Context: an optimization exercise on an open-source flow, tuned for small area. The choices shown serve that exercise and are no tape-out recipe.
Function was not checked in any run shown here: the RTL went through the layout flow alone.

[flow/flow/run.sh]
#!/bin/bash
# The standard layout, with the port buffers made of the platform's
# smallest plain buffer instead of the delay buffer buffer_ports picks.
# Each ORFS step keeps its own log under orfs/logs; make's output goes to
# flow_make.log here.
set -euo pipefail
bash standard.sh "BUFFER_PORTS_ARGS=-buffer_cell sky130_fd_sc_hd__buf_1" finish > flow_make.log 2>&1
[flow/standard.sh]
#!/bin/bash
# synth_recipe.tcl (not shown) runs the flow's synth.tcl, then flattens the netlist and writes it again
# the make line also repeats each setting of config.mk as NAME=value (left out here)
make -C /OpenROAD-flow-scripts/flow DESIGN_CONFIG=/design/flow/config.mk WORK_HOME=/design/flow/orfs CLKGATE_MAP_FILE= SYNTH_SCRIPT=/design/flow/synth_recipe.tcl "${@:-finish}"
[flow/config.mk]
export PLATFORM = sky130hd
export DESIGN_NAME = layer_top
export DESIGN_NICKNAME = layer_top
export VERILOG_FILES = /design/flow/design.v
export SDC_FILE = /design/flow/constraint.sdc
export NUM_CORES = 4
export LEC_CHECK = 0
export CAP_MARGIN = 20
export CORE_MARGIN = 2
export CORE_UTILIZATION = 40
export SLEW_MARGIN = 20
[flow/constraint.sdc]
create_clock -name core_clock -period 7.0 [get_ports {clk}]
set_input_delay 1.4000 -clock core_clock [delete_from_list [all_inputs] [get_ports {clk}]]
set_output_delay 1.4000 -clock core_clock [all_outputs]
set_load 0.01 [all_outputs]
[flow/design.v]
package layer_pkg;
   typedef logic signed [16-1:0] data_t;
   typedef logic [$clog2(8)-1:0] vec_addr_t;
   typedef logic [$clog2(16)-1:0] out_idx_t;
endpackage
package layer_coef_pkg;
   localparam int WEIGHT_ENTRIES = 4 * 8 * (16 / 4);
   localparam int BIAS_ENTRIES   = 4 * (16 / 4);
   localparam logic [WEIGHT_ENTRIES*16-1:0] weight_table = {
      {
         -16'sd38,  16'sd33,  16'sd109, 16'sd24,  -16'sd3,   -16'sd45,  -16'sd19,  16'sd48,
         16'sd103,  16'sd18,  16'sd82,  -16'sd28, 16'sd101,  -16'sd64,  -16'sd108, 16'sd3,
         -16'sd18,  16'sd107, 16'sd2,   -16'sd45, -16'sd85,  16'sd22,   16'sd86,   16'sd32,
         -16'sd1,   -16'sd105, 16'sd81, 16'sd42,  16'sd45,   16'sd39,   -16'sd54,  16'sd63
      },
      {
         16'sd29,   -16'sd75, -16'sd24, 16'sd89,  -16'sd12,  -16'sd72,  16'sd114,  -16'sd15,
         -16'sd11,  -16'sd4,  -16'sd36, 16'sd105, 16'sd53,   -16'sd50,  -16'sd37,  16'sd72,
         -16'sd110, -16'sd77, 16'sd9,   16'sd71,  16'sd1,    16'sd100,  16'sd15,   -16'sd72,
         16'sd90,   16'sd84,  16'sd7,   -16'sd36, 16'sd56,   -16'sd106, 16'sd20,   16'sd22
      },
      {
         -16'sd109, -16'sd24, 16'sd30,  16'sd68,  -16'sd123, -16'sd41,  16'sd119,  16'sd31,
         16'sd54,   16'sd121, 16'sd12,  16'sd60,  -16'sd48,  16'sd3,    -16'sd37,  16'sd78,
         16'sd93,   -16'sd101, 16'sd116, -16'sd83, 16'sd31,  -16'sd49,  16'sd124,  16'sd29,
         -16'sd78,  16'sd8,   16'sd67,  16'sd81,  16'sd87,   16'sd63,   -16'sd18,  -16'sd105
      },
      {
         -16'sd2,   -16'sd5,  16'sd22,  -16'sd23, 16'sd96,   -16'sd58,  16'sd36,   -16'sd70,
         16'sd126,  16'sd113, -16'sd73, 16'sd94,  -16'sd73,  16'sd92,   -16'sd104, -16'sd98,
         -16'sd64,  -16'sd77, -16'sd4,  -16'sd9,  -16'sd113, 16'sd20,   16'sd21,   -16'sd3,
         16'sd115,  16'sd106, 16'sd14,  -16'sd126, -16'sd1,  -16'sd93,  16'sd0,    16'sd126
      }
   };
   localparam logic [BIAS_ENTRIES*16-1:0] bias_table = {
      {-16'sd70, 16'sd120, 16'sd71,  -16'sd60},
      {-16'sd47, 16'sd115, -16'sd83, 16'sd67},
      {16'sd41,  16'sd38,  -16'sd81, -16'sd106},
      {16'sd103, 16'sd83,  16'sd0,   -16'sd10}
   };
endpackage
module layer_sequencer (
   input  logic                 clk,
   input  logic                 reset,
   input  logic                 s_valid,
   input  logic                 m_ready,
   output logic                 s_ready,
   output logic                 m_valid,
   output logic                 vec_wr_en,    
   output layer_pkg::vec_addr_t pos,          
   output logic                 run,          
   output logic                 en,           
   output layer_pkg::out_idx_t  out_idx,      
   output logic [5:0]           entry_next,   
   output logic                 x_bypass      
);
   layer_pkg::vec_addr_t load_cnt;    
   logic vec_pending;    
   logic done;           
   logic fire;
   logic can_start;
   logic start;
   logic last_start;     
   logic gap;            
   assign m_valid = done;
   assign fire    = done & m_ready;
   assign can_start  = (pos[1:0] == 2'd0) && (pos[2] != out_idx[0]) && !run && (!done || fire);
   assign start      = can_start && (out_idx != '0 || vec_pending || vec_wr_en);
   assign last_start = can_start && out_idx == 4'd15;
   assign en         = start | run;
   assign s_ready   = (pos == load_cnt) && (load_cnt != '0 || !vec_pending || last_start);
   assign vec_wr_en = s_ready & s_valid;
   assign gap       = (pos == load_cnt) && (load_cnt != '0) && !s_valid;
   assign x_bypass  = (pos == load_cnt) && out_idx == '0;
   layer_pkg::vec_addr_t pos_d;
   layer_pkg::out_idx_t  out_idx_d;
   logic                 finish;         
   assign finish     = run && pos[1:0] == 2'd3 && !(gap && out_idx == '0);
   assign pos_d      = reset ? '0 : pos + 1'b1;
   assign out_idx_d  = reset ? '0 : out_idx + finish;
   assign entry_next = {out_idx_d, pos_d[1:0]};
   always_ff @(posedge clk) begin
      pos     <= pos_d;
      out_idx <= out_idx_d;
   end
   always_ff @(posedge clk) begin
      if (reset) begin
         load_cnt    <= '0;
         vec_pending <= 1'b0;
         run         <= 1'b0;
         done        <= 1'b0;
      end else begin
         if (vec_wr_en)
            load_cnt <= load_cnt + 1'b1;
         if (vec_wr_en && load_cnt == 3'd7)
            vec_pending <= 1'b1;
         else if (start && out_idx == 4'd15)
            vec_pending <= 1'b0;
         if (start)
            run <= 1'b1;
         else if (run && (pos[1:0] == 2'd3 || (gap && out_idx == '0)))
            run <= 1'b0;
         if (finish)
            done <= 1'b1;
         else if (fire)
            done <= 1'b0;
      end
   end
endmodule
module mac_lane (
   input  logic                 clk,
   input  logic                 run,        
   input  logic                 en,         
   input  layer_pkg::out_idx_t  out_idx,
   input  layer_pkg::vec_addr_t pos,
   input  logic [5:0]           entry_next,    
   input  layer_pkg::data_t     x_a,
   input  layer_pkg::data_t     x_b,
   output layer_pkg::data_t     acc,
   output logic [16-1:0] acc_cy    
);
   localparam int ENTRIES = 16 * 4;
   logic [4*ENTRIES-1:0] a_one, a_two, a_neg, b_one, b_two, b_neg;
   logic [16*8-1:0] b_rom;
   logic [ENTRIES*8-1:0]        wa_rom, wb_rom;
   genvar i;
   generate
      for (i = 0; i < ENTRIES; i++) begin : g_w
         localparam int J  = i / 4;
         localparam int CA = (1 - J % 2) * 4 + i % 4;
         localparam int CB = (J % 2) * 4 + i % 4;
         localparam int EA = (J % 4) * 8 * (16 / 4)
                             + (J / 4) * 8 + CA;
         localparam int EB = (J % 4) * 8 * (16 / 4)
                             + (J / 4) * 8 + CB;
         localparam logic [8:0] WA = {layer_coef_pkg::weight_table[(layer_coef_pkg::WEIGHT_ENTRIES - 1 - EA) * 16 +: 8], 1'b0};
         localparam logic [8:0] WB = {layer_coef_pkg::weight_table[(layer_coef_pkg::WEIGHT_ENTRIES - 1 - EB) * 16 +: 8], 1'b0};
         assign wa_rom[i*8 +: 8] = WA[8:1];
         assign wb_rom[i*8 +: 8] = WB[8:1];
         for (genvar k = 0; k < 4; k++) begin : g_k
            assign a_one[k*ENTRIES + i] = WA[2*k+1] ^ WA[2*k];
            assign a_two[k*ENTRIES + i] = (WA[2*k+2] & ~WA[2*k+1] & ~WA[2*k]) | (~WA[2*k+2] & WA[2*k+1] & WA[2*k]);
            assign a_neg[k*ENTRIES + i] = WA[2*k+2] & ~(WA[2*k+1] & WA[2*k]);
            assign b_one[k*ENTRIES + i] = WB[2*k+1] ^ WB[2*k];
            assign b_two[k*ENTRIES + i] = (WB[2*k+2] & ~WB[2*k+1] & ~WB[2*k]) | (~WB[2*k+2] & WB[2*k+1] & WB[2*k]);
            assign b_neg[k*ENTRIES + i] = WB[2*k+2] & ~(WB[2*k+1] & WB[2*k]);
         end
      end
      for (i = 0; i < 16; i++) begin : g_b
         localparam int E = (i % 4) * (16 / 4) + i / 4;
         assign b_rom[i*8 +: 8] =
            layer_coef_pkg::bias_table[(layer_coef_pkg::BIAS_ENTRIES - 1 - E) * 16 +: 8];
      end
   endgenerate
   logic [5:0]  entry;
   logic [7:0]  bias;
   logic [15:0] addend;
   logic [3:0]  neg_a, one_a, two_a, neg_b, one_b, two_b;
   assign entry  = {out_idx, pos[1:0]};
   assign bias   = b_rom[out_idx*8 +: 8];
   assign addend = run ? acc : {{8{bias[7]}}, bias};
   logic [7:0] wa_q, wb_q;
   always_ff @(posedge clk) begin
      wa_q <= wa_rom[entry_next*8 +: 8];
      wb_q <= wb_rom[entry_next*8 +: 8];
   end
   logic [8:0] wxa, wxb;
   assign wxa = {wa_q, 1'b0};
   assign wxb = {wb_q, 1'b0};
   generate
      for (i = 0; i < 4; i++) begin : g_digit
         assign one_a[i] = wxa[2*i+1] ^ wxa[2*i];
         assign two_a[i] = (wxa[2*i+2] & ~wxa[2*i+1] & ~wxa[2*i]) | (~wxa[2*i+2] & wxa[2*i+1] & wxa[2*i]);
         assign neg_a[i] = wxa[2*i+2] & ~(wxa[2*i+1] & wxa[2*i]);
         assign one_b[i] = wxb[2*i+1] ^ wxb[2*i];
         assign two_b[i] = (wxb[2*i+2] & ~wxb[2*i+1] & ~wxb[2*i]) | (~wxb[2*i+2] & wxb[2*i+1] & wxb[2*i]);
         assign neg_b[i] = wxb[2*i+2] & ~(wxb[2*i+1] & wxb[2*i]);
      end
   endgenerate
   logic [15:0] pp_a0;
   assign pp_a0[0] = ((one_a[0] & x_a[0])) ^ neg_a[0];
   assign pp_a0[1] = ((one_a[0] & x_a[1]) | (two_a[0] & x_a[0])) ^ neg_a[0];
   assign pp_a0[2] = ((one_a[0] & x_a[2]) | (two_a[0] & x_a[1])) ^ neg_a[0];
   assign pp_a0[3] = ((one_a[0] & x_a[3]) | (two_a[0] & x_a[2])) ^ neg_a[0];
   assign pp_a0[4] = ((one_a[0] & x_a[4]) | (two_a[0] & x_a[3])) ^ neg_a[0];
   assign pp_a0[5] = ((one_a[0] & x_a[5]) | (two_a[0] & x_a[4])) ^ neg_a[0];
   assign pp_a0[6] = ((one_a[0] & x_a[6]) | (two_a[0] & x_a[5])) ^ neg_a[0];
   assign pp_a0[7] = ((one_a[0] & x_a[7]) | (two_a[0] & x_a[6])) ^ neg_a[0];
   assign pp_a0[8] = ((one_a[0] & x_a[8]) | (two_a[0] & x_a[7])) ^ neg_a[0];
   assign pp_a0[9] = ((one_a[0] & x_a[9]) | (two_a[0] & x_a[8])) ^ neg_a[0];
   assign pp_a0[10] = ((one_a[0] & x_a[10]) | (two_a[0] & x_a[9])) ^ neg_a[0];
   assign pp_a0[11] = ((one_a[0] & x_a[11]) | (two_a[0] & x_a[10])) ^ neg_a[0];
   assign pp_a0[12] = ((one_a[0] & x_a[12]) | (two_a[0] & x_a[11])) ^ neg_a[0];
   assign pp_a0[13] = ((one_a[0] & x_a[13]) | (two_a[0] & x_a[12])) ^ neg_a[0];
   assign pp_a0[14] = ((one_a[0] & x_a[14]) | (two_a[0] & x_a[13])) ^ neg_a[0];
   assign pp_a0[15] = ((one_a[0] & x_a[15]) | (two_a[0] & x_a[14])) ^ neg_a[0];
   logic [15:2] pp_a1;
   assign pp_a1[2] = ((one_a[1] & x_a[0])) ^ neg_a[1];
   assign pp_a1[3] = ((one_a[1] & x_a[1]) | (two_a[1] & x_a[0])) ^ neg_a[1];
   assign pp_a1[4] = ((one_a[1] & x_a[2]) | (two_a[1] & x_a[1])) ^ neg_a[1];
   assign pp_a1[5] = ((one_a[1] & x_a[3]) | (two_a[1] & x_a[2])) ^ neg_a[1];
   assign pp_a1[6] = ((one_a[1] & x_a[4]) | (two_a[1] & x_a[3])) ^ neg_a[1];
   assign pp_a1[7] = ((one_a[1] & x_a[5]) | (two_a[1] & x_a[4])) ^ neg_a[1];
   assign pp_a1[8] = ((one_a[1] & x_a[6]) | (two_a[1] & x_a[5])) ^ neg_a[1];
   assign pp_a1[9] = ((one_a[1] & x_a[7]) | (two_a[1] & x_a[6])) ^ neg_a[1];
   assign pp_a1[10] = ((one_a[1] & x_a[8]) | (two_a[1] & x_a[7])) ^ neg_a[1];
   assign pp_a1[11] = ((one_a[1] & x_a[9]) | (two_a[1] & x_a[8])) ^ neg_a[1];
   assign pp_a1[12] = ((one_a[1] & x_a[10]) | (two_a[1] & x_a[9])) ^ neg_a[1];
   assign pp_a1[13] = ((one_a[1] & x_a[11]) | (two_a[1] & x_a[10])) ^ neg_a[1];
   assign pp_a1[14] = ((one_a[1] & x_a[12]) | (two_a[1] & x_a[11])) ^ neg_a[1];
   assign pp_a1[15] = ((one_a[1] & x_a[13]) | (two_a[1] & x_a[12])) ^ neg_a[1];
   logic [15:4] pp_a2;
   assign pp_a2[4] = ((one_a[2] & x_a[0])) ^ neg_a[2];
   assign pp_a2[5] = ((one_a[2] & x_a[1]) | (two_a[2] & x_a[0])) ^ neg_a[2];
   assign pp_a2[6] = ((one_a[2] & x_a[2]) | (two_a[2] & x_a[1])) ^ neg_a[2];
   assign pp_a2[7] = ((one_a[2] & x_a[3]) | (two_a[2] & x_a[2])) ^ neg_a[2];
   assign pp_a2[8] = ((one_a[2] & x_a[4]) | (two_a[2] & x_a[3])) ^ neg_a[2];
   assign pp_a2[9] = ((one_a[2] & x_a[5]) | (two_a[2] & x_a[4])) ^ neg_a[2];
   assign pp_a2[10] = ((one_a[2] & x_a[6]) | (two_a[2] & x_a[5])) ^ neg_a[2];
   assign pp_a2[11] = ((one_a[2] & x_a[7]) | (two_a[2] & x_a[6])) ^ neg_a[2];
   assign pp_a2[12] = ((one_a[2] & x_a[8]) | (two_a[2] & x_a[7])) ^ neg_a[2];
   assign pp_a2[13] = ((one_a[2] & x_a[9]) | (two_a[2] & x_a[8])) ^ neg_a[2];
   assign pp_a2[14] = ((one_a[2] & x_a[10]) | (two_a[2] & x_a[9])) ^ neg_a[2];
   assign pp_a2[15] = ((one_a[2] & x_a[11]) | (two_a[2] & x_a[10])) ^ neg_a[2];
   logic [15:6] pp_a3;
   assign pp_a3[6] = ((one_a[3] & x_a[0])) ^ neg_a[3];
   assign pp_a3[7] = ((one_a[3] & x_a[1]) | (two_a[3] & x_a[0])) ^ neg_a[3];
   assign pp_a3[8] = ((one_a[3] & x_a[2]) | (two_a[3] & x_a[1])) ^ neg_a[3];
   assign pp_a3[9] = ((one_a[3] & x_a[3]) | (two_a[3] & x_a[2])) ^ neg_a[3];
   assign pp_a3[10] = ((one_a[3] & x_a[4]) | (two_a[3] & x_a[3])) ^ neg_a[3];
   assign pp_a3[11] = ((one_a[3] & x_a[5]) | (two_a[3] & x_a[4])) ^ neg_a[3];
   assign pp_a3[12] = ((one_a[3] & x_a[6]) | (two_a[3] & x_a[5])) ^ neg_a[3];
   assign pp_a3[13] = ((one_a[3] & x_a[7]) | (two_a[3] & x_a[6])) ^ neg_a[3];
   assign pp_a3[14] = ((one_a[3] & x_a[8]) | (two_a[3] & x_a[7])) ^ neg_a[3];
   assign pp_a3[15] = ((one_a[3] & x_a[9]) | (two_a[3] & x_a[8])) ^ neg_a[3];
   logic [15:0] pp_b0;
   assign pp_b0[0] = ((one_b[0] & x_b[0])) ^ neg_b[0];
   assign pp_b0[1] = ((one_b[0] & x_b[1]) | (two_b[0] & x_b[0])) ^ neg_b[0];
   assign pp_b0[2] = ((one_b[0] & x_b[2]) | (two_b[0] & x_b[1])) ^ neg_b[0];
   assign pp_b0[3] = ((one_b[0] & x_b[3]) | (two_b[0] & x_b[2])) ^ neg_b[0];
   assign pp_b0[4] = ((one_b[0] & x_b[4]) | (two_b[0] & x_b[3])) ^ neg_b[0];
   assign pp_b0[5] = ((one_b[0] & x_b[5]) | (two_b[0] & x_b[4])) ^ neg_b[0];
   assign pp_b0[6] = ((one_b[0] & x_b[6]) | (two_b[0] & x_b[5])) ^ neg_b[0];
   assign pp_b0[7] = ((one_b[0] & x_b[7]) | (two_b[0] & x_b[6])) ^ neg_b[0];
   assign pp_b0[8] = ((one_b[0] & x_b[8]) | (two_b[0] & x_b[7])) ^ neg_b[0];
   assign pp_b0[9] = ((one_b[0] & x_b[9]) | (two_b[0] & x_b[8])) ^ neg_b[0];
   assign pp_b0[10] = ((one_b[0] & x_b[10]) | (two_b[0] & x_b[9])) ^ neg_b[0];
   assign pp_b0[11] = ((one_b[0] & x_b[11]) | (two_b[0] & x_b[10])) ^ neg_b[0];
   assign pp_b0[12] = ((one_b[0] & x_b[12]) | (two_b[0] & x_b[11])) ^ neg_b[0];
   assign pp_b0[13] = ((one_b[0] & x_b[13]) | (two_b[0] & x_b[12])) ^ neg_b[0];
   assign pp_b0[14] = ((one_b[0] & x_b[14]) | (two_b[0] & x_b[13])) ^ neg_b[0];
   assign pp_b0[15] = ((one_b[0] & x_b[15]) | (two_b[0] & x_b[14])) ^ neg_b[0];
   logic [15:2] pp_b1;
   assign pp_b1[2] = ((one_b[1] & x_b[0])) ^ neg_b[1];
   assign pp_b1[3] = ((one_b[1] & x_b[1]) | (two_b[1] & x_b[0])) ^ neg_b[1];
   assign pp_b1[4] = ((one_b[1] & x_b[2]) | (two_b[1] & x_b[1])) ^ neg_b[1];
   assign pp_b1[5] = ((one_b[1] & x_b[3]) | (two_b[1] & x_b[2])) ^ neg_b[1];
   assign pp_b1[6] = ((one_b[1] & x_b[4]) | (two_b[1] & x_b[3])) ^ neg_b[1];
   assign pp_b1[7] = ((one_b[1] & x_b[5]) | (two_b[1] & x_b[4])) ^ neg_b[1];
   assign pp_b1[8] = ((one_b[1] & x_b[6]) | (two_b[1] & x_b[5])) ^ neg_b[1];
   assign pp_b1[9] = ((one_b[1] & x_b[7]) | (two_b[1] & x_b[6])) ^ neg_b[1];
   assign pp_b1[10] = ((one_b[1] & x_b[8]) | (two_b[1] & x_b[7])) ^ neg_b[1];
   assign pp_b1[11] = ((one_b[1] & x_b[9]) | (two_b[1] & x_b[8])) ^ neg_b[1];
   assign pp_b1[12] = ((one_b[1] & x_b[10]) | (two_b[1] & x_b[9])) ^ neg_b[1];
   assign pp_b1[13] = ((one_b[1] & x_b[11]) | (two_b[1] & x_b[10])) ^ neg_b[1];
   assign pp_b1[14] = ((one_b[1] & x_b[12]) | (two_b[1] & x_b[11])) ^ neg_b[1];
   assign pp_b1[15] = ((one_b[1] & x_b[13]) | (two_b[1] & x_b[12])) ^ neg_b[1];
   logic [15:4] pp_b2;
   assign pp_b2[4] = ((one_b[2] & x_b[0])) ^ neg_b[2];
   assign pp_b2[5] = ((one_b[2] & x_b[1]) | (two_b[2] & x_b[0])) ^ neg_b[2];
   assign pp_b2[6] = ((one_b[2] & x_b[2]) | (two_b[2] & x_b[1])) ^ neg_b[2];
   assign pp_b2[7] = ((one_b[2] & x_b[3]) | (two_b[2] & x_b[2])) ^ neg_b[2];
   assign pp_b2[8] = ((one_b[2] & x_b[4]) | (two_b[2] & x_b[3])) ^ neg_b[2];
   assign pp_b2[9] = ((one_b[2] & x_b[5]) | (two_b[2] & x_b[4])) ^ neg_b[2];
   assign pp_b2[10] = ((one_b[2] & x_b[6]) | (two_b[2] & x_b[5])) ^ neg_b[2];
   assign pp_b2[11] = ((one_b[2] & x_b[7]) | (two_b[2] & x_b[6])) ^ neg_b[2];
   assign pp_b2[12] = ((one_b[2] & x_b[8]) | (two_b[2] & x_b[7])) ^ neg_b[2];
   assign pp_b2[13] = ((one_b[2] & x_b[9]) | (two_b[2] & x_b[8])) ^ neg_b[2];
   assign pp_b2[14] = ((one_b[2] & x_b[10]) | (two_b[2] & x_b[9])) ^ neg_b[2];
   assign pp_b2[15] = ((one_b[2] & x_b[11]) | (two_b[2] & x_b[10])) ^ neg_b[2];
   logic [15:6] pp_b3;
   assign pp_b3[6] = ((one_b[3] & x_b[0])) ^ neg_b[3];
   assign pp_b3[7] = ((one_b[3] & x_b[1]) | (two_b[3] & x_b[0])) ^ neg_b[3];
   assign pp_b3[8] = ((one_b[3] & x_b[2]) | (two_b[3] & x_b[1])) ^ neg_b[3];
   assign pp_b3[9] = ((one_b[3] & x_b[3]) | (two_b[3] & x_b[2])) ^ neg_b[3];
   assign pp_b3[10] = ((one_b[3] & x_b[4]) | (two_b[3] & x_b[3])) ^ neg_b[3];
   assign pp_b3[11] = ((one_b[3] & x_b[5]) | (two_b[3] & x_b[4])) ^ neg_b[3];
   assign pp_b3[12] = ((one_b[3] & x_b[6]) | (two_b[3] & x_b[5])) ^ neg_b[3];
   assign pp_b3[13] = ((one_b[3] & x_b[7]) | (two_b[3] & x_b[6])) ^ neg_b[3];
   assign pp_b3[14] = ((one_b[3] & x_b[8]) | (two_b[3] & x_b[7])) ^ neg_b[3];
   assign pp_b3[15] = ((one_b[3] & x_b[9]) | (two_b[3] & x_b[8])) ^ neg_b[3];
   logic s1, c2, s3, c4, s5, c6, s7, c8, s9, c10, s11, c12, s13, c14, s15, c16;
   logic s17, c18, s19, s20, c21, s22, c23, s24, c25, s26, c27, s28, c29, s30, c31, s32;
   logic c33, s34, c35, s36, c37, s38, c39, s40, c41, s42, c43, s44, c45, s46, c47, s48;
   logic c49, s50, c51, s52, c53, s54, c55, s56, c57, s58, c59, s60, c61, s62, c63, s64;
   logic c65, s66, c67, s68, c69, s70, c71, s72, c73, s74, c75, s76, c77, s78, c79, s80;
   logic c81, s82, c83, s84, s85, s86, s87, c88, s89, c90, s91, c92, s93, c94, s95, c96;
   logic s97, c98, s99, c100, s101, c102, s103, c104, s105, c106, s107, c108, s109, c110, s111, c112;
   logic s113, c114, s115, c116, s117, c118, s119, c120, s121, c122, s123, c124, s125, c126, s127, c128;
   logic s129, c130, s131, c132, s133, c134, s135, c136, s137, c138, s139, s140, s141, c142, s143, c144;
   logic s145, c146, s147, c148, s149, c150, s151, c152, s153, c154, s155, c156, s157, c158, s159, c160;
   logic s161, c162, s163, c164, s165, c166, s167, c168, s169, c170, s171, s172, c173, s174, c175, s176;
   logic c177, s178, c179, s180, c181, s182, c183, s184, c185, s186, c187, s188, c189, s190, c191, s192;
   logic c193, s194, c195, s196, c197, s198, c199, s200, c201, s202;
   assign s1 = neg_a[3] ^ neg_b[3] ^ addend[6];
   assign c2 = (neg_a[3] & neg_b[3]) | (neg_a[3] & addend[6]) | (neg_b[3] & addend[6]);
   assign s3 = addend[7] ^ pp_b0[7];
   assign c4 = addend[7] & pp_b0[7];
   assign s5 = addend[8] ^ pp_b0[8];
   assign c6 = addend[8] & pp_b0[8];
   assign s7 = addend[9] ^ pp_b0[9];
   assign c8 = addend[9] & pp_b0[9];
   assign s9 = addend[10] ^ pp_b0[10];
   assign c10 = addend[10] & pp_b0[10];
   assign s11 = addend[11] ^ pp_b0[11];
   assign c12 = addend[11] & pp_b0[11];
   assign s13 = addend[12] ^ pp_b0[12];
   assign c14 = addend[12] & pp_b0[12];
   assign s15 = addend[13] ^ pp_b0[13];
   assign c16 = addend[13] & pp_b0[13];
   assign s17 = addend[14] ^ pp_b0[14];
   assign c18 = addend[14] & pp_b0[14];
   assign s19 = addend[15] ^ pp_b0[15];
   assign s20 = neg_a[1] ^ neg_b[1];
   assign c21 = neg_a[1] & neg_b[1];
   assign s22 = neg_a[2] ^ neg_b[2] ^ addend[4];
   assign c23 = (neg_a[2] & neg_b[2]) | (neg_a[2] & addend[4]) | (neg_b[2] & addend[4]);
   assign s24 = pp_b0[4] ^ pp_b1[4];
   assign c25 = pp_b0[4] & pp_b1[4];
   assign s26 = addend[5] ^ pp_b0[5] ^ pp_b1[5];
   assign c27 = (addend[5] & pp_b0[5]) | (addend[5] & pp_b1[5]) | (pp_b0[5] & pp_b1[5]);
   assign s28 = pp_b2[5] ^ pp_a0[5];
   assign c29 = pp_b2[5] & pp_a0[5];
   assign s30 = pp_b0[6] ^ pp_b1[6] ^ pp_b2[6];
   assign c31 = (pp_b0[6] & pp_b1[6]) | (pp_b0[6] & pp_b2[6]) | (pp_b1[6] & pp_b2[6]);
   assign s32 = pp_b3[6] ^ s1 ^ pp_a0[6];
   assign c33 = (pp_b3[6] & s1) | (pp_b3[6] & pp_a0[6]) | (s1 & pp_a0[6]);
   assign s34 = pp_a1[6] ^ pp_a2[6];
   assign c35 = pp_a1[6] & pp_a2[6];
   assign s36 = pp_b1[7] ^ pp_b2[7] ^ pp_b3[7];
   assign c37 = (pp_b1[7] & pp_b2[7]) | (pp_b1[7] & pp_b3[7]) | (pp_b2[7] & pp_b3[7]);
   assign s38 = c2 ^ s3 ^ pp_a0[7];
   assign c39 = (c2 & s3) | (c2 & pp_a0[7]) | (s3 & pp_a0[7]);
   assign s40 = pp_a1[7] ^ pp_a2[7] ^ pp_a3[7];
   assign c41 = (pp_a1[7] & pp_a2[7]) | (pp_a1[7] & pp_a3[7]) | (pp_a2[7] & pp_a3[7]);
   assign s42 = pp_b1[8] ^ pp_b2[8] ^ pp_b3[8];
   assign c43 = (pp_b1[8] & pp_b2[8]) | (pp_b1[8] & pp_b3[8]) | (pp_b2[8] & pp_b3[8]);
   assign s44 = c4 ^ s5 ^ pp_a0[8];
   assign c45 = (c4 & s5) | (c4 & pp_a0[8]) | (s5 & pp_a0[8]);
   assign s46 = pp_a1[8] ^ pp_a2[8] ^ pp_a3[8];
   assign c47 = (pp_a1[8] & pp_a2[8]) | (pp_a1[8] & pp_a3[8]) | (pp_a2[8] & pp_a3[8]);
   assign s48 = pp_b1[9] ^ pp_b2[9] ^ pp_b3[9];
   assign c49 = (pp_b1[9] & pp_b2[9]) | (pp_b1[9] & pp_b3[9]) | (pp_b2[9] & pp_b3[9]);
   assign s50 = c6 ^ s7 ^ pp_a0[9];
   assign c51 = (c6 & s7) | (c6 & pp_a0[9]) | (s7 & pp_a0[9]);
   assign s52 = pp_a1[9] ^ pp_a2[9] ^ pp_a3[9];
   assign c53 = (pp_a1[9] & pp_a2[9]) | (pp_a1[9] & pp_a3[9]) | (pp_a2[9] & pp_a3[9]);
   assign s54 = pp_b1[10] ^ pp_b2[10] ^ pp_b3[10];
   assign c55 = (pp_b1[10] & pp_b2[10]) | (pp_b1[10] & pp_b3[10]) | (pp_b2[10] & pp_b3[10]);
   assign s56 = c8 ^ s9 ^ pp_a0[10];
   assign c57 = (c8 & s9) | (c8 & pp_a0[10]) | (s9 & pp_a0[10]);
   assign s58 = pp_a1[10] ^ pp_a2[10] ^ pp_a3[10];
   assign c59 = (pp_a1[10] & pp_a2[10]) | (pp_a1[10] & pp_a3[10]) | (pp_a2[10] & pp_a3[10]);
   assign s60 = pp_b1[11] ^ pp_b2[11] ^ pp_b3[11];
   assign c61 = (pp_b1[11] & pp_b2[11]) | (pp_b1[11] & pp_b3[11]) | (pp_b2[11] & pp_b3[11]);
   assign s62 = c10 ^ s11 ^ pp_a0[11];
   assign c63 = (c10 & s11) | (c10 & pp_a0[11]) | (s11 & pp_a0[11]);
   assign s64 = pp_a1[11] ^ pp_a2[11] ^ pp_a3[11];
   assign c65 = (pp_a1[11] & pp_a2[11]) | (pp_a1[11] & pp_a3[11]) | (pp_a2[11] & pp_a3[11]);
   assign s66 = pp_b1[12] ^ pp_b2[12] ^ pp_b3[12];
   assign c67 = (pp_b1[12] & pp_b2[12]) | (pp_b1[12] & pp_b3[12]) | (pp_b2[12] & pp_b3[12]);
   assign s68 = c12 ^ s13 ^ pp_a0[12];
   assign c69 = (c12 & s13) | (c12 & pp_a0[12]) | (s13 & pp_a0[12]);
   assign s70 = pp_a1[12] ^ pp_a2[12] ^ pp_a3[12];
   assign c71 = (pp_a1[12] & pp_a2[12]) | (pp_a1[12] & pp_a3[12]) | (pp_a2[12] & pp_a3[12]);
   assign s72 = pp_b1[13] ^ pp_b2[13] ^ pp_b3[13];
   assign c73 = (pp_b1[13] & pp_b2[13]) | (pp_b1[13] & pp_b3[13]) | (pp_b2[13] & pp_b3[13]);
   assign s74 = c14 ^ s15 ^ pp_a0[13];
   assign c75 = (c14 & s15) | (c14 & pp_a0[13]) | (s15 & pp_a0[13]);
   assign s76 = pp_a1[13] ^ pp_a2[13] ^ pp_a3[13];
   assign c77 = (pp_a1[13] & pp_a2[13]) | (pp_a1[13] & pp_a3[13]) | (pp_a2[13] & pp_a3[13]);
   assign s78 = pp_b1[14] ^ pp_b2[14] ^ pp_b3[14];
   assign c79 = (pp_b1[14] & pp_b2[14]) | (pp_b1[14] & pp_b3[14]) | (pp_b2[14] & pp_b3[14]);
   assign s80 = c16 ^ s17 ^ pp_a0[14];
   assign c81 = (c16 & s17) | (c16 & pp_a0[14]) | (s17 & pp_a0[14]);
   assign s82 = pp_a1[14] ^ pp_a2[14] ^ pp_a3[14];
   assign c83 = (pp_a1[14] & pp_a2[14]) | (pp_a1[14] & pp_a3[14]) | (pp_a2[14] & pp_a3[14]);
   assign s84 = pp_b1[15] ^ pp_b2[15] ^ pp_b3[15];
   assign s85 = c18 ^ s19 ^ pp_a0[15];
   assign s86 = pp_a1[15] ^ pp_a2[15] ^ pp_a3[15];
   assign s87 = neg_a[0] ^ neg_b[0];
   assign c88 = neg_a[0] & neg_b[0];
   assign s89 = addend[2] ^ s20 ^ pp_b0[2];
   assign c90 = (addend[2] & s20) | (addend[2] & pp_b0[2]) | (s20 & pp_b0[2]);
   assign s91 = addend[3] ^ c21 ^ pp_b0[3];
   assign c92 = (addend[3] & c21) | (addend[3] & pp_b0[3]) | (c21 & pp_b0[3]);
   assign s93 = pp_b1[3] ^ pp_a0[3];
   assign c94 = pp_b1[3] & pp_a0[3];
   assign s95 = pp_b2[4] ^ s22 ^ s24;
   assign c96 = (pp_b2[4] & s22) | (pp_b2[4] & s24) | (s22 & s24);
   assign s97 = pp_a0[4] ^ pp_a1[4] ^ pp_a2[4];
   assign c98 = (pp_a0[4] & pp_a1[4]) | (pp_a0[4] & pp_a2[4]) | (pp_a1[4] & pp_a2[4]);
   assign s99 = c23 ^ c25 ^ s26;
   assign c100 = (c23 & c25) | (c23 & s26) | (c25 & s26);
   assign s101 = pp_a1[5] ^ pp_a2[5] ^ s28;
   assign c102 = (pp_a1[5] & pp_a2[5]) | (pp_a1[5] & s28) | (pp_a2[5] & s28);
   assign s103 = c27 ^ s30 ^ pp_a3[6];
   assign c104 = (c27 & s30) | (c27 & pp_a3[6]) | (s30 & pp_a3[6]);
   assign s105 = c29 ^ s34 ^ s32;
   assign c106 = (c29 & s34) | (c29 & s32) | (s34 & s32);
   assign s107 = c31 ^ s36 ^ c35;
   assign c108 = (c31 & s36) | (c31 & c35) | (s36 & c35);
   assign s109 = c33 ^ s38 ^ s40;
   assign c110 = (c33 & s38) | (c33 & s40) | (s38 & s40);
   assign s111 = c37 ^ s42 ^ c39;
   assign c112 = (c37 & s42) | (c37 & c39) | (s42 & c39);
   assign s113 = c41 ^ s44 ^ s46;
   assign c114 = (c41 & s44) | (c41 & s46) | (s44 & s46);
   assign s115 = c43 ^ s48 ^ c45;
   assign c116 = (c43 & s48) | (c43 & c45) | (s48 & c45);
   assign s117 = c47 ^ s50 ^ s52;
   assign c118 = (c47 & s50) | (c47 & s52) | (s50 & s52);
   assign s119 = c49 ^ s54 ^ c51;
   assign c120 = (c49 & s54) | (c49 & c51) | (s54 & c51);
   assign s121 = c53 ^ s56 ^ s58;
   assign c122 = (c53 & s56) | (c53 & s58) | (s56 & s58);
   assign s123 = c55 ^ s60 ^ c57;
   assign c124 = (c55 & s60) | (c55 & c57) | (s60 & c57);
   assign s125 = c59 ^ s62 ^ s64;
   assign c126 = (c59 & s62) | (c59 & s64) | (s62 & s64);
   assign s127 = c61 ^ s66 ^ c63;
   assign c128 = (c61 & s66) | (c61 & c63) | (s66 & c63);
   assign s129 = c65 ^ s68 ^ s70;
   assign c130 = (c65 & s68) | (c65 & s70) | (s68 & s70);
   assign s131 = c67 ^ s72 ^ c69;
   assign c132 = (c67 & s72) | (c67 & c69) | (s72 & c69);
   assign s133 = c71 ^ s74 ^ s76;
   assign c134 = (c71 & s74) | (c71 & s76) | (s74 & s76);
   assign s135 = c73 ^ s78 ^ c75;
   assign c136 = (c73 & s78) | (c73 & c75) | (s78 & c75);
   assign s137 = c77 ^ s80 ^ s82;
   assign c138 = (c77 & s80) | (c77 & s82) | (s80 & s82);
   assign s139 = c79 ^ s84 ^ c81;
   assign s140 = c83 ^ s85 ^ s86;
   assign s141 = addend[0] ^ s87;
   assign c142 = addend[0] & s87;
   assign s143 = addend[1] ^ c88 ^ pp_b0[1];
   assign c144 = (addend[1] & c88) | (addend[1] & pp_b0[1]) | (c88 & pp_b0[1]);
   assign s145 = pp_b1[2] ^ s89 ^ pp_a0[2];
   assign c146 = (pp_b1[2] & s89) | (pp_b1[2] & pp_a0[2]) | (s89 & pp_a0[2]);
   assign s147 = c90 ^ s91 ^ pp_a1[3];
   assign c148 = (c90 & s91) | (c90 & pp_a1[3]) | (s91 & pp_a1[3]);
   assign s149 = c92 ^ s95 ^ c94;
   assign c150 = (c92 & s95) | (c92 & c94) | (s95 & c94);
   assign s151 = c96 ^ s99 ^ c98;
   assign c152 = (c96 & s99) | (c96 & c98) | (s99 & c98);
   assign s153 = c100 ^ s103 ^ c102;
   assign c154 = (c100 & s103) | (c100 & c102) | (s103 & c102);
   assign s155 = c104 ^ s107 ^ c106;
   assign c156 = (c104 & s107) | (c104 & c106) | (s107 & c106);
   assign s157 = c108 ^ s111 ^ c110;
   assign c158 = (c108 & s111) | (c108 & c110) | (s111 & c110);
   assign s159 = c112 ^ s115 ^ c114;
   assign c160 = (c112 & s115) | (c112 & c114) | (s115 & c114);
   assign s161 = c116 ^ s119 ^ c118;
   assign c162 = (c116 & s119) | (c116 & c118) | (s119 & c118);
   assign s163 = c120 ^ s123 ^ c122;
   assign c164 = (c120 & s123) | (c120 & c122) | (s123 & c122);
   assign s165 = c124 ^ s127 ^ c126;
   assign c166 = (c124 & s127) | (c124 & c126) | (s127 & c126);
   assign s167 = c128 ^ s131 ^ c130;
   assign c168 = (c128 & s131) | (c128 & c130) | (s131 & c130);
   assign s169 = c132 ^ s135 ^ c134;
   assign c170 = (c132 & s135) | (c132 & c134) | (s135 & c134);
   assign s171 = c136 ^ s139 ^ c138;
   assign s172 = pp_b0[0] ^ s141;
   assign c173 = pp_b0[0] & s141;
   assign s174 = c142 ^ s143 ^ pp_a0[1];
   assign c175 = (c142 & s143) | (c142 & pp_a0[1]) | (s143 & pp_a0[1]);
   assign s176 = c144 ^ pp_a1[2] ^ s145;
   assign c177 = (c144 & pp_a1[2]) | (c144 & s145) | (pp_a1[2] & s145);
   assign s178 = s93 ^ c146 ^ s147;
   assign c179 = (s93 & c146) | (s93 & s147) | (c146 & s147);
   assign s180 = c148 ^ s97 ^ s149;
   assign c181 = (c148 & s97) | (c148 & s149) | (s97 & s149);
   assign s182 = c150 ^ s101 ^ s151;
   assign c183 = (c150 & s101) | (c150 & s151) | (s101 & s151);
   assign s184 = c152 ^ s105 ^ s153;
   assign c185 = (c152 & s105) | (c152 & s153) | (s105 & s153);
   assign s186 = s109 ^ c154 ^ s155;
   assign c187 = (s109 & c154) | (s109 & s155) | (c154 & s155);
   assign s188 = s113 ^ c156 ^ s157;
   assign c189 = (s113 & c156) | (s113 & s157) | (c156 & s157);
   assign s190 = s117 ^ c158 ^ s159;
   assign c191 = (s117 & c158) | (s117 & s159) | (c158 & s159);
   assign s192 = s121 ^ c160 ^ s161;
   assign c193 = (s121 & c160) | (s121 & s161) | (c160 & s161);
   assign s194 = s125 ^ c162 ^ s163;
   assign c195 = (s125 & c162) | (s125 & s163) | (c162 & s163);
   assign s196 = s129 ^ c164 ^ s165;
   assign c197 = (s129 & c164) | (s129 & s165) | (c164 & s165);
   assign s198 = s133 ^ c166 ^ s167;
   assign c199 = (s133 & c166) | (s133 & s167) | (c166 & s167);
   assign s200 = s137 ^ c168 ^ s169;
   assign c201 = (s137 & c168) | (s137 & s169) | (c168 & s169);
   assign s202 = s140 ^ c170 ^ s171;
   logic [15:0] op_a, op_b;
   assign op_a = {s202, s200, s198, s196, s194, s192, s190, s188, s186, s184, s182, s180, s178, s176, s174, pp_a0[0]};
   assign op_b = {c201, c199, c197, c195, c193, c191, c189, c187, c185, c183, c181, c179, c177, c175, c173, s172};
   logic [15:0] cy;
   logic [15:0] sum;
   logic [15:0] cy_out;
   assign cy[0] = 1'b0;
   assign sum[0] = op_a[0] ^ op_b[0] ^ cy[0];
   assign cy[1] = (op_a[0] & op_b[0]) | (op_a[0] & cy[0]) | (op_b[0] & cy[0]);
   assign sum[1] = op_a[1] ^ op_b[1] ^ cy[1];
   assign cy[2] = (op_a[1] & op_b[1]) | (op_a[1] & cy[1]) | (op_b[1] & cy[1]);
   assign sum[2] = op_a[2] ^ op_b[2] ^ cy[2];
   assign cy[3] = (op_a[2] & op_b[2]) | (op_a[2] & cy[2]) | (op_b[2] & cy[2]);
   assign sum[3] = op_a[3] ^ op_b[3] ^ cy[3];
   assign cy_out[4] = (op_a[3] & op_b[3]) | (op_a[3] & cy[3]) | (op_b[3] & cy[3]);
   assign cy[4] = run & acc_cy[4];
   assign sum[4] = op_a[4] ^ op_b[4] ^ cy[4];
   assign cy[5] = (op_a[4] & op_b[4]) | (op_a[4] & cy[4]) | (op_b[4] & cy[4]);
   assign sum[5] = op_a[5] ^ op_b[5] ^ cy[5];
   assign cy[6] = (op_a[5] & op_b[5]) | (op_a[5] & cy[5]) | (op_b[5] & cy[5]);
   assign sum[6] = op_a[6] ^ op_b[6] ^ cy[6];
   assign cy_out[7] = (op_a[6] & op_b[6]) | (op_a[6] & cy[6]) | (op_b[6] & cy[6]);
   assign cy[7] = run & acc_cy[7];
   assign sum[7] = op_a[7] ^ op_b[7] ^ cy[7];
   assign cy[8] = (op_a[7] & op_b[7]) | (op_a[7] & cy[7]) | (op_b[7] & cy[7]);
   assign sum[8] = op_a[8] ^ op_b[8] ^ cy[8];
   assign cy[9] = (op_a[8] & op_b[8]) | (op_a[8] & cy[8]) | (op_b[8] & cy[8]);
   assign sum[9] = op_a[9] ^ op_b[9] ^ cy[9];
   assign cy_out[10] = (op_a[9] & op_b[9]) | (op_a[9] & cy[9]) | (op_b[9] & cy[9]);
   assign cy[10] = run & acc_cy[10];
   assign sum[10] = op_a[10] ^ op_b[10] ^ cy[10];
   assign cy[11] = (op_a[10] & op_b[10]) | (op_a[10] & cy[10]) | (op_b[10] & cy[10]);
   assign sum[11] = op_a[11] ^ op_b[11] ^ cy[11];
   assign cy[12] = (op_a[11] & op_b[11]) | (op_a[11] & cy[11]) | (op_b[11] & cy[11]);
   assign sum[12] = op_a[12] ^ op_b[12] ^ cy[12];
   assign cy_out[13] = (op_a[12] & op_b[12]) | (op_a[12] & cy[12]) | (op_b[12] & cy[12]);
   assign cy[13] = run & acc_cy[13];
   assign sum[13] = op_a[13] ^ op_b[13] ^ cy[13];
   assign cy[14] = (op_a[13] & op_b[13]) | (op_a[13] & cy[13]) | (op_b[13] & cy[13]);
   assign sum[14] = op_a[14] ^ op_b[14] ^ cy[14];
   assign cy[15] = (op_a[14] & op_b[14]) | (op_a[14] & cy[14]) | (op_b[14] & cy[14]);
   assign sum[15] = op_a[15] ^ op_b[15] ^ cy[15];
   assign cy_out[0] = 1'b0;
   assign cy_out[1] = 1'b0;
   assign cy_out[2] = 1'b0;
   assign cy_out[3] = 1'b0;
   assign cy_out[5] = 1'b0;
   assign cy_out[6] = 1'b0;
   assign cy_out[8] = 1'b0;
   assign cy_out[9] = 1'b0;
   assign cy_out[11] = 1'b0;
   assign cy_out[12] = 1'b0;
   assign cy_out[14] = 1'b0;
   assign cy_out[15] = 1'b0;
   logic [15:0] cy_q;    
   always_ff @(posedge clk)
      if (en) begin
         acc  <= sum;
         cy_q <= cy_out & 16'h2490;
      end
   assign acc_cy = cy_q & 16'h2490;
endmodule
module mac_array (
   input  logic                 clk,
   input  logic                 vec_wr_en,
   input  logic                 x_bypass,
   input  layer_pkg::data_t     data_in,
   input  layer_pkg::vec_addr_t pos,
   input  logic                 run,
   input  logic                 en,
   input  layer_pkg::out_idx_t  out_idx,
   input  logic [5:0]           entry_next,
   output layer_pkg::data_t     acc,
   output logic [16-1:0] acc_cy
);
   layer_pkg::data_t ring [0:8-1];
   always_ff @(posedge clk) begin
      for (int k = 0; k < 8 - 1; k++)
         ring[k] <= ring[k+1];
      ring[8-1] <= vec_wr_en ? data_in : ring[0];
   end
   mac_lane u_lane (
      .clk     (clk),
      .run     (run),
      .en      (en),
      .out_idx (out_idx),
      .pos     (pos),
      .entry_next (entry_next),
      .x_a     (x_bypass ? data_in : ring[0]),    
      .x_b     (ring[8/2]),           
      .acc     (acc),
      .acc_cy  (acc_cy)
   );
endmodule
module result_buffer (
   input  layer_pkg::data_t acc,
   input  logic [16-1:0] acc_cy,
   output layer_pkg::data_t data_out
);
   layer_pkg::data_t result;
   assign result   = acc + acc_cy;
   assign data_out = result[16-1] ? '0 : result;
endmodule
module layer_top (
   input  logic             clk,
   input  logic             reset,
   input  logic             s_valid,
   input  logic             m_ready,
   input  layer_pkg::data_t data_in,
   output logic             s_ready,
   output logic             m_valid,
   output layer_pkg::data_t data_out
);
   logic                 vec_wr_en;
   logic                 x_bypass;
   layer_pkg::vec_addr_t pos;
   logic                 run, en;
   layer_pkg::out_idx_t  out_idx;
   logic [5:0]           entry_next;
   layer_pkg::data_t     acc;
   logic [16-1:0] acc_cy;
   layer_sequencer u_sequencer (
      .clk       (clk),
      .reset     (reset),
      .s_valid   (s_valid),
      .m_ready   (m_ready),
      .s_ready   (s_ready),
      .m_valid   (m_valid),
      .vec_wr_en (vec_wr_en),
      .pos       (pos),
      .run       (run),
      .en        (en),
      .out_idx   (out_idx),
      .entry_next(entry_next),
      .x_bypass  (x_bypass)
   );
   mac_array u_mac_array (
      .clk       (clk),
      .vec_wr_en (vec_wr_en),
      .x_bypass  (x_bypass),
      .data_in   (data_in),
      .pos       (pos),
      .run       (run),
      .en        (en),
      .out_idx   (out_idx),
      .entry_next(entry_next),
      .acc       (acc),
      .acc_cy    (acc_cy)
   );
   result_buffer u_result_buffer (
      .acc      (acc),
      .acc_cy   (acc_cy),
      .data_out (data_out)
   );
endmodule
==> flow_summary_export.csv, run 1 <==
group,metric,value,unit
yosys,synth_cells,1260,
die,fp.dieArea,31130,um^2
critical_path,r2r_cells,24,
sta,max_freq,0.1566,GHz
placement,place_ws,0.5217,ns
sta,setup_ws,0.6146,ns
die,num_rows,63,
yosys,synth.avg_cell_area,9.441,um^2
die,die_w,176.4,um
routing,avgViaCountPerCell,5.304,
die,coreArea,29480,um^2
sta,setup_viol,0,
clock_tree,cts-root-buf,"clkbuf_16",
critical_path,cp_data_required_time,7.20,ns
sta,slew_headroom,43.09,%
sta,timing.setup.tns,0,ns
routing,via_count,8815,
routing,drtIter0Drc,903,
clock_tree,clk_pin_slew,0.08,ns
layout,multiInputGateArea,7262,um^2
clock_tree,ctsResizeCount,0,
clock_tree,worstSkewPairLatency,0.45,ns
layout,n_fill_cell,2899,
sta,min_period_over_period,91.22,%
yosys,async_flop_share,0,%
clock_tree,cts_tree,"yes",
critical_path,regToRegSetupSlack,0.61,ns
yosys,ys_seq_area_share,31.47,%
yosys,synth_compound_area_share,15.62,%
yosys,synthXorXnorAreaFrac,10.67,%
sta,slew_viol_final,0,
critical_path,startpoint_type,"register",
layout,drive_gt1_share,8.491,%
global_routing,gr-total-overflow,0,
yosys,synth_top_flop_cell,"dfxtp_1",
die,start_util,40.35,%
placement,portBuffers,36,
yosys,syn-num-nets,1425,
die,io_pins,38,
global_routing,grt_pass1_wl,48260,um
critical_path,critical_path_class,"register to register",
clock_tree,postCtsHoldBufs,0,
layout,seqCellArea,3744,um^2
yosys,synth_top_family_by_area,"adder cells",
yosys,synth_seq_cells,177,
routing,first_pass_iters,6,
layout,utilization,44.19,%
min_path,hold_path_class,"register to register",
layout,antennaDiodeCount,0,
yosys,syn_area,11900,um^2
placement,gp_congestion,0.8940,
global_routing,grt_pass1_vias,8684,
placement,place_hpwl,22140,um
layout,final_net_count,1424,
sta,clock-skew-final,0.01272,ns
global_routing,grt_antenna_before_repair,1,
routing,ant_nets,0,
yosys,ys_warn_count,5,
routing,drcViolationCount,0,
yosys,synth-edff-count,20,
status,outcome,"no timing/DRC/antenna violations",
yosys,synthSimpleGateAreaFrac,9.214,%
clock_tree,cts_buffers,17,
clock_tree,postCtsSetupBuffers,0,
yosys,synth_cell_type_count,61,
critical_path,timing.rr.start,"u_sequencer.out_idx[1]",
critical_path,worstReg2RegEnd,"u_mac_array.u_lane.acc[15]",
global_routing,grt_max_degree,48,
run,maxCapViolations,0,
critical_path,critPathArrivalTime,6.58,ns
clock_tree,h-tree-depth,4,
global_routing,track_usage,20.15,%
routing,drt_wl_total,30240,um
routing,wire_per_inst,18.19,um
sta,period_needed,6.385,ns
yosys,muxShareOfSynthArea,4.176,%
critical_path,cp-startpoint,"u_sequencer.out_idx[1]",
sta,worst_pin_slew,0.8479,ns
die,die_height,176.4,um
critical_path,path_max_fanout,13,
critical_path,setup.worst_path.end,"u_mac_array.u_lane.acc[15]",
critical_path,endpoint_kind,"register",
layout,area_delta_synth_final,9.508,%
sta,finalHoldViolCount,0,
clock_tree,cts.sinks,177,
clock_tree,clock_path_buffers,2,
sta,rsz0062_at_grt,"no",
yosys,synth_adder_area_share,21.25,%
## through the flow
step | hold WS, ns | std cells | cell area, um^2
global placement | 0.3096 | 1630 | 12400
floorplan | 0.3096 | 1260 | 11900
detailed placement | 0.3121 | 1630 | 12410
finish | 0.3213 | 1662 | 13030
CTS | 0.3225 | 1662 | 13030
global route | 0.3261 | 1662 | 13030
## layer usage
| layer | routed length [um] | vias up | GRT usage (%) | share of wire [%] |
|---|---|---|---|---|
| met5 | 13 | - | 0 | 0.043 |
| met4 | 760 | 2 | 7.300 | 2.5 |
| met3 | 2022 | 50 | 3.575 | 6.7 |
| met2 | 13690 | 346 | 31.54 | 45 |
| met1 | 13750 | 4221 | 27.97 | 45 |
| li1 | - | 4196 | - | - |
## worst min-delay path by stage
stage	to	from	depth (start not counted)
2_1_floorplan	u_mac_array.ring[0][0]	u_mac_array.ring[1][0]	0
3_3_place_gp	u_mac_array.ring[1][7]	u_mac_array.ring[2][7]	0
3_5_place_dp	u_mac_array.ring[0][14]	u_mac_array.ring[1][14]	0
4_1_cts	u_mac_array.ring[4][9]	u_mac_array.ring[5][9]	0
5_1_grt	u_mac_array.ring[0][6]	u_mac_array.ring[1][6]	0
6_report	u_mac_array.ring[0][15]	u_mac_array.ring[1][15]	0
## synth_stat cells (10+ instances only)
master / number / area share [%]
dfxtp_1: 157 / 26
inv_1: 130 / 4.1
fa_1: 95 / 16
nand2_1: 92 / 2.9
xnor2_1: 91 / 6.7
a21oi_1: 75 / 3.2
a22oi_1: 72 / 4.5
nor2_1: 67 / 2.1
clkbuf_1: 59 / 1.9
o21ai_0: 57 / 2.4
ha_1: 50 / 5.3
xor2_1: 45 / 3.3
mux2_2: 29 / 2.7
edfxtp_1: 20 / 5.0
nor2b_1: 20 / 1.1
nand2b_1: 19 / 1.0
buf_1: 17 / 0.54
mux2i_1: 14 / 1.2
o211ai_1: 14 / 0.88
nand3_1: 12 / 0.50
a31oi_1: 10 / 0.53
## placed cells by master (no fill, tap or decap), types with 5 or more instances in the layout
cell / n
clkbuf_16: 17
dfxtp_1: 157
a31oi_1: 10
nand3_1: 12
a22oi_1: 72
nand2b_1: 18
a211oi_1: 9
edfxtp_1: 20
nor2b_1: 20
o22ai_1: 6
o311ai_0: 5
o221ai_1: 9
a311oi_1: 5
o21ai_0: 57
inv_1: 130
mux2_2: 29
nand2_1: 92
nor2_1: 66
xor2_1: 45
nand3b_1: 7
o211ai_1: 14
buf_1: 36
ha_1: 50
and2_1: 8
a21oi_1: 75
fa_1: 95
clkinv_8: 6
mux2i_1: 14
xnor2_1: 91
buf_4: 36
## flip-flops by register name, summed over array words and instances (netlist names)
| register | count |
|---|---|
| u_sequencer.done | 1 |
| u_mac_array.u_lane.wa_q | 8 |
| u_sequencer.out_idx | 4 |
| u_mac_array.ring | 128 |
| u_sequencer.load_cnt | 3 |
| u_sequencer.vec_pending | 1 |
| u_mac_array.u_lane.wb_q | 8 |
| u_mac_array.u_lane.acc | 16 |
| u_sequencer.pos | 3 |
| u_mac_array.u_lane.cy_q | 4 |
| u_sequencer.run | 1 |
## critical path, stage by stage (launching register included)
cell     delay [ns]
dfxtp_1        0.44
inv_1          0.14
ha_1           0.21
nor3b_2        0.15
nand4_1        0.10
buf_4          0.27
mux2_2         0.45
a22oi_1        0.25
xor2_1         0.23
fa_1           0.46
inv_1          0.09
fa_1           0.15
inv_1          0.05
fa_1           0.48
inv_1          0.05
fa_1           0.47
inv_1          0.05
fa_1           0.42
fa_1           0.39
xnor2_1        0.17
xnor2_1        0.17
xnor2_1        0.17
xnor3_1        0.36
xnor2_1        0.19
xnor3_1        0.23
## logic make-up (layout without fill, tap and decap cells)
group | count (synthesis) | in the layout
buffers and inverters | 227 | 239
adder cells (fa/ha/maj) | 145 | 145
AO/OA/AOI/OAI | 288 | 288
XOR/XNOR | 140 | 140
flip-flops | 177 | 177
multiplexers | 45 | 45
AND/OR/NAND/NOR | 237 | 237
other | 1 | 1
## cell type report
class                           count  area share [%]
Clock buffer                       17           3.266
Sequential cell                   177           28.74
Clock inverter                     15           1.498
Inverter                          135           3.890
Multi-Input combinational cell    856           55.75
Tap cell                          390           3.746
Timing Repair Buffer               72           3.112
==> inputs of run 2 (changes only) <==
--- a/flow/design.v
+++ b/flow/design.v
@@ -526,20 +526,19 @@
    assign cy[6] = (op_a[5] & op_b[5]) | (op_a[5] & cy[5]) | (op_b[5] & cy[5]);
    assign sum[6] = op_a[6] ^ op_b[6] ^ cy[6];
-   assign cy_out[7] = (op_a[6] & op_b[6]) | (op_a[6] & cy[6]) | (op_b[6] & cy[6]);
-   assign cy[7] = run & acc_cy[7];
+   assign cy[7] = (op_a[6] & op_b[6]) | (op_a[6] & cy[6]) | (op_b[6] & cy[6]);
    assign sum[7] = op_a[7] ^ op_b[7] ^ cy[7];
-   assign cy[8] = (op_a[7] & op_b[7]) | (op_a[7] & cy[7]) | (op_b[7] & cy[7]);
+   assign cy_out[8] = (op_a[7] & op_b[7]) | (op_a[7] & cy[7]) | (op_b[7] & cy[7]);
+   assign cy[8] = run & acc_cy[8];
    assign sum[8] = op_a[8] ^ op_b[8] ^ cy[8];
    assign cy[9] = (op_a[8] & op_b[8]) | (op_a[8] & cy[8]) | (op_b[8] & cy[8]);
    assign sum[9] = op_a[9] ^ op_b[9] ^ cy[9];
-   assign cy_out[10] = (op_a[9] & op_b[9]) | (op_a[9] & cy[9]) | (op_b[9] & cy[9]);
-   assign cy[10] = run & acc_cy[10];
+   assign cy[10] = (op_a[9] & op_b[9]) | (op_a[9] & cy[9]) | (op_b[9] & cy[9]);
    assign sum[10] = op_a[10] ^ op_b[10] ^ cy[10];
    assign cy[11] = (op_a[10] & op_b[10]) | (op_a[10] & cy[10]) | (op_b[10] & cy[10]);
    assign sum[11] = op_a[11] ^ op_b[11] ^ cy[11];
-   assign cy[12] = (op_a[11] & op_b[11]) | (op_a[11] & cy[11]) | (op_b[11] & cy[11]);
+   assign cy_out[12] = (op_a[11] & op_b[11]) | (op_a[11] & cy[11]) | (op_b[11] & cy[11]);
+   assign cy[12] = run & acc_cy[12];
    assign sum[12] = op_a[12] ^ op_b[12] ^ cy[12];
-   assign cy_out[13] = (op_a[12] & op_b[12]) | (op_a[12] & cy[12]) | (op_b[12] & cy[12]);
-   assign cy[13] = run & acc_cy[13];
+   assign cy[13] = (op_a[12] & op_b[12]) | (op_a[12] & cy[12]) | (op_b[12] & cy[12]);
    assign sum[13] = op_a[13] ^ op_b[13] ^ cy[13];
    assign cy[14] = (op_a[13] & op_b[13]) | (op_a[13] & cy[13]) | (op_b[13] & cy[13]);
@@ -553,8 +552,9 @@
    assign cy_out[5] = 1'b0;
    assign cy_out[6] = 1'b0;
-   assign cy_out[8] = 1'b0;
+   assign cy_out[7] = 1'b0;
    assign cy_out[9] = 1'b0;
+   assign cy_out[10] = 1'b0;
    assign cy_out[11] = 1'b0;
-   assign cy_out[12] = 1'b0;
+   assign cy_out[13] = 1'b0;
    assign cy_out[14] = 1'b0;
    assign cy_out[15] = 1'b0;
@@ -563,7 +563,7 @@
       if (en) begin
          acc  <= sum;
-         cy_q <= cy_out & 16'h2490;
+         cy_q <= cy_out & 16'h1110;
       end
-   assign acc_cy = cy_q & 16'h2490;
+   assign acc_cy = cy_q & 16'h1110;
 endmodule
 module mac_array (
==> flow/flow/run.sh (replaced) <==
#!/bin/bash
# The standard layout (standard.sh) with extra ORFS make variables, one
# per line in flow/make_vars. Each ORFS step keeps its own log under
# orfs/logs; make's own output goes to flow_make.log here.
set -euo pipefail
args=()
while IFS= read -r line; do
   [[ -z "$line" || "$line" == \#* ]] && continue
   args+=("$line")
done < flow/make_vars
bash standard.sh "${args[@]}" finish > flow_make.log 2>&1
==> flow/flow/make_vars (new file) <==
BUFFER_PORTS_ARGS=-buffer_cell sky130_fd_sc_hd__buf_1
GLOBAL_PLACEMENT_ARGS=-timing_driven_repair_tns_end_percent 0
==> run 2 against run 1 <==
  * Still clean
  * Sequential cell count is 1 lower
  * Synthesized area is 0.80% lower
  * Global-route usage is 0.62 points higher
  * Register-to-register slack worse by 0.27 ns
  * First-iteration DRC count is 2.8% lower
  * Die area is 0.78% lower
  * Critical endpoint unchanged
==> flow_summary_export.csv, run 2 <==
group,metric,value,unit
status,outcome,"no timing/DRC/antenna violations",
die,start_util,40.89,%
sta,setup_ws,0.3401,ns
sta,finalHoldViolCount,0,
routing,via_count,8917,
critical_path,slowest_stage,"fa_1",
layout,area_delta_synth_final,9.321,%
clock_tree,clk_pin_slew,0.07,ns
global_routing,grt_max_degree,52,
critical_path,worstReg2RegEnd,"u_mac_array.u_lane.acc[15]",
critical_path,startpoint_type,"register",
critical_path,regToRegSetupSlack,0.34,ns
min_path,min_to,"u_mac_array.ring[5][9]",
critical_path,cp_data_required_time,7.18,ns
clock_tree,postCtsHoldBufs,0,
sta,timing.setup.tns,0,ns
yosys,yosysMostFrequentCell,"dfxtp_1",
routing,avgViaCountPerCell,5.411,
clock_tree,cts.sinks,176,
clock_tree,cts_buffers,17,
clock_tree,postCtsSetupBuffers,0,
sta,max_freq,0.1502,GHz
sta,setup_viol,0,
yosys,syn-num-nets,1418,
yosys,synth_top_flop_cell,"dfxtp_1",
layout,drive_gt1_share,8.386,%
yosys,syn_area,11800,um^2
sta,worst_pin_slew,0.9749,ns
layout,final_cell_mix,"dfxtp_1 (157), inv_1 (132), fa_1 (95)",
yosys,synth_cell_type_count,64,
clock_tree,ctsResizeCount,0,
critical_path,critical-path-max-stage-delay,0.48,ns
die,num_rows,62,
yosys,synthTopCellsByCount,"dfxtp_1 (157), inv_1 (132), fa_1 (95)",
sta,min_period_over_period,95.14,%
clock_tree,cts_tree,"yes",
global_routing,gr-total-overflow,0,
layout,top_regs,"u_mac_array.ring x128, u_mac_array.u_lane.acc x16",
sta,rsz0062_at_grt,"no",
yosys,synth.area.top_cells,"dfxtp_1 (27%), fa_1 (16%), xnor2_1 (6.3%), ha_1 (5.2%), edfxtp_1 (4.8%)",
layout,regMostFlops,"u_mac_array.ring",
critical_path,cp_cell_sequence,"inv_1 > ha_1 > nor3b_2 > nand4_1 > buf_4 > mux2_4 > a22oi_1 > xor2_1 > fa_1 > fa_1 > fa_1 > inv_1 > fa_1 > inv_1 > fa_1 > fa_1 > fa_1 > xnor2_1 > xnor2_1 > xnor2_1 > xnor2_1 > xnor2_1 > xnor3_1",
routing,drtIter0Drc,878,
clock_tree,worstSkewPairLatency,0.44,ns
sta,slew_viol_final,0,
routing,drt_wl_total,31300,um
critical_path,crit_top_cell,"fa_1",
yosys,synth_seq_cells,176,
run,maxCapViolations,0,
clock_tree,clock_path_buffers,2,
critical_path,path_max_fanout,10,
min_path,hold_path_class,"register to register",
routing,wire_per_inst,18.99,um
yosys,ys_warn_count,5,
layout,n_fill_cell,2816,
yosys,async_flop_share,0,%
placement,place_hpwl,22850,um
die,coreArea,28860,um^2
die,fp.dieArea,30890,um^2
clock_tree,cts-root-buf,"clkbuf_16",
layout,seqCellArea,3714,um^2
critical_path,timing.rr.start,"u_sequencer.out_idx[1]",
clock_tree,h-tree-depth,4,
yosys,synth-edff-count,19,
layout,final_net_count,1416,
layout,final_common_cell,"dfxtp_1",
critical_path,critical_path_class,"register to register",
global_routing,grt_pass1_vias,8861,
yosys,synth_cells,1254,
die,die_w,175.8,um
layout,finalInstanceArea,12900,um^2
sta,slew_headroom,35.00,%
yosys,synth_top_area_share,26.64,%
global_routing,track_usage,20.77,%
critical_path,crit_family,"adder cells",
global_routing,grt_antenna_before_repair,0,
sta,hold_slack,0.3167,ns
die,die_height,175.8,um
critical_path,critPathArrivalTime,6.84,ns
min_path,hold_depth,0,
yosys,ys_seq_area_share,31.47,%
placement,dpl_cell_area,12310,um^2
layout,multiInputGateArea,7226,um^2
critical_path,endpoint_kind,"register",
routing,first_pass_iters,6,
layout,antennaDiodeCount,0,
yosys,synth_area_leader_cell,"dfxtp_1",
critical_path,cp.buffers_inverters,4,
sta,clock-skew-final,0.01311,ns
placement,portBuffers,36,
placement,place_ws,0.1261,ns
placement,gp_congestion,0.9353,
critical_path,r2r_cells,23,
sta,period_needed,6.660,ns
global_routing,grt_pass1_wl,49620,um
layout,largest_reg_flops,128,
min_path,min_from,"u_mac_array.ring[6][9]",
yosys,synth.avg_cell_area,9.410,um^2
routing,ant_nets,0,
die,io_pins,38,
routing,drcViolationCount,0,
run 2: changes by cell type after synthesis, sizes merged, moves of 7 or more:
cell    change
o221ai      -7
a22o        +9
nor3        +9
o211ai      -7
buf        -12
a21oi       +8
o21ai      -10
xor2        -7
xnor2       -7
clkbuf     +12
run 2: metal layers:
metal / up-vias / wire, um / GRT usage, %
met4: 0 / 745 / 7.369
li1: 4198 / - / -
met2: 302 / 14350 / 33.37
met3: 50 / 1929 / 3.810
met5: - / 0 / 0
met1: 4367 / 14280 / 28.08
run 2: worst reg2reg max path, stage by stage (launching register included):
cell and delay (ns):
dfxtp_1 0.31, inv_1 0.14, ha_1 0.23, nor3b_2 0.18
nand4_1 0.15, buf_4 0.25, mux2_4 0.38, a22oi_1 0.24
xor2_1 0.23, fa_1 0.45, fa_1 0.39, fa_1 0.48
inv_1 0.05, fa_1 0.48, inv_1 0.05, fa_1 0.44
fa_1 0.39, fa_1 0.39, xnor2_1 0.18, xnor2_1 0.16
xnor2_1 0.17, xnor2_1 0.10, xnor2_1 0.23, xnor3_1 0.34
run 2: worst max path at each step:
stage                                 from                    endpoint  depth (start not counted)
floorplan           u_sequencer.out_idx[0]  u_mac_array.u_lane.acc[15]                         24
global placement                data_in[7]  u_mac_array.u_lane.acc[15]                         19
detailed placement              data_in[6]  u_mac_array.u_lane.acc[15]                         19
CTS                 u_sequencer.out_idx[1]  u_mac_array.u_lane.acc[15]                         23
global route        u_sequencer.out_idx[1]  u_mac_array.u_lane.acc[15]                         23
finish              u_sequencer.out_idx[1]  u_mac_array.u_lane.acc[15]                         23
run 2: layout make-up:
class	instances	share of cell area, %
inverter	134	3.899
multi-input combinational	852	56.01
tap	384	3.725
timing repair buffer	71	3.113
clock inverter	12	0.9408
clock buffer	19	3.521
sequential	176	28.79
run 2: logic make-up (layout without fill, tap and decap cells):
logic type / Yosys count / in the layout / share of synthesized area (%)
AOI/OAI and AO/OA: 292 / 292 / 16.10
and+or+nand+nor: 239 / 239 / 9.394
buffers and inverters: 226 / 236 / 7.422
DFF: 176 / 176 / 31.47
adders and majority gates: 144 / 144 / 21.31
xor gates and xnor gates: 126 / 126 / 9.585
muxes: 50 / 50 / 4.687
other: 1 / 1 / 0.03178
run 2: through the flow:
step | std cells | util, %
3_3_place_gp | 1616 | 42.64
4_1_cts | 1647 | 44.64
2_1_floorplan | 1254 | -
3_5_place_dp | 1616 | 42.64
6_report | 1648 | 44.70
5_1_grt | 1648 | 44.70

==> afterwards: timing with drivers on the ports <==
The results above use ideal ports. As a check the final layouts listed here were re-extracted and re-timed, cells and wires unchanged. Step 1: set_driving_cell puts a clkbuf_16 on clk and a buf_2 on each other input, an assumption about the parent block. Step 2 times the ports against the registers' clock, not the clock port: input delays grow and output delays shrink by t, the midpoint of the rising clock arrivals with the driver on. Three values: ideal, step 1, step 2; two values: the first two.
run | t (ns) | setup WS [ns] | worst register clock-pin slew, ns | worst slew at a driven data input, ns | pins driven straight from the clock port
run 1 | 0.490 | 0.615 / 0.615 / 0.522 | 0.08 / 0.08 | 0.05 | 1
run 2 | 0.488 | 0.340 / 0.340 / 0.115 | 0.07 / 0.07 | 0.05 | 1
After both steps setup and hold are still met in every run listed. The setup slack of run 2, which loses most, moves by 0.000 ns with the drivers and by -0.225 ns with both steps.
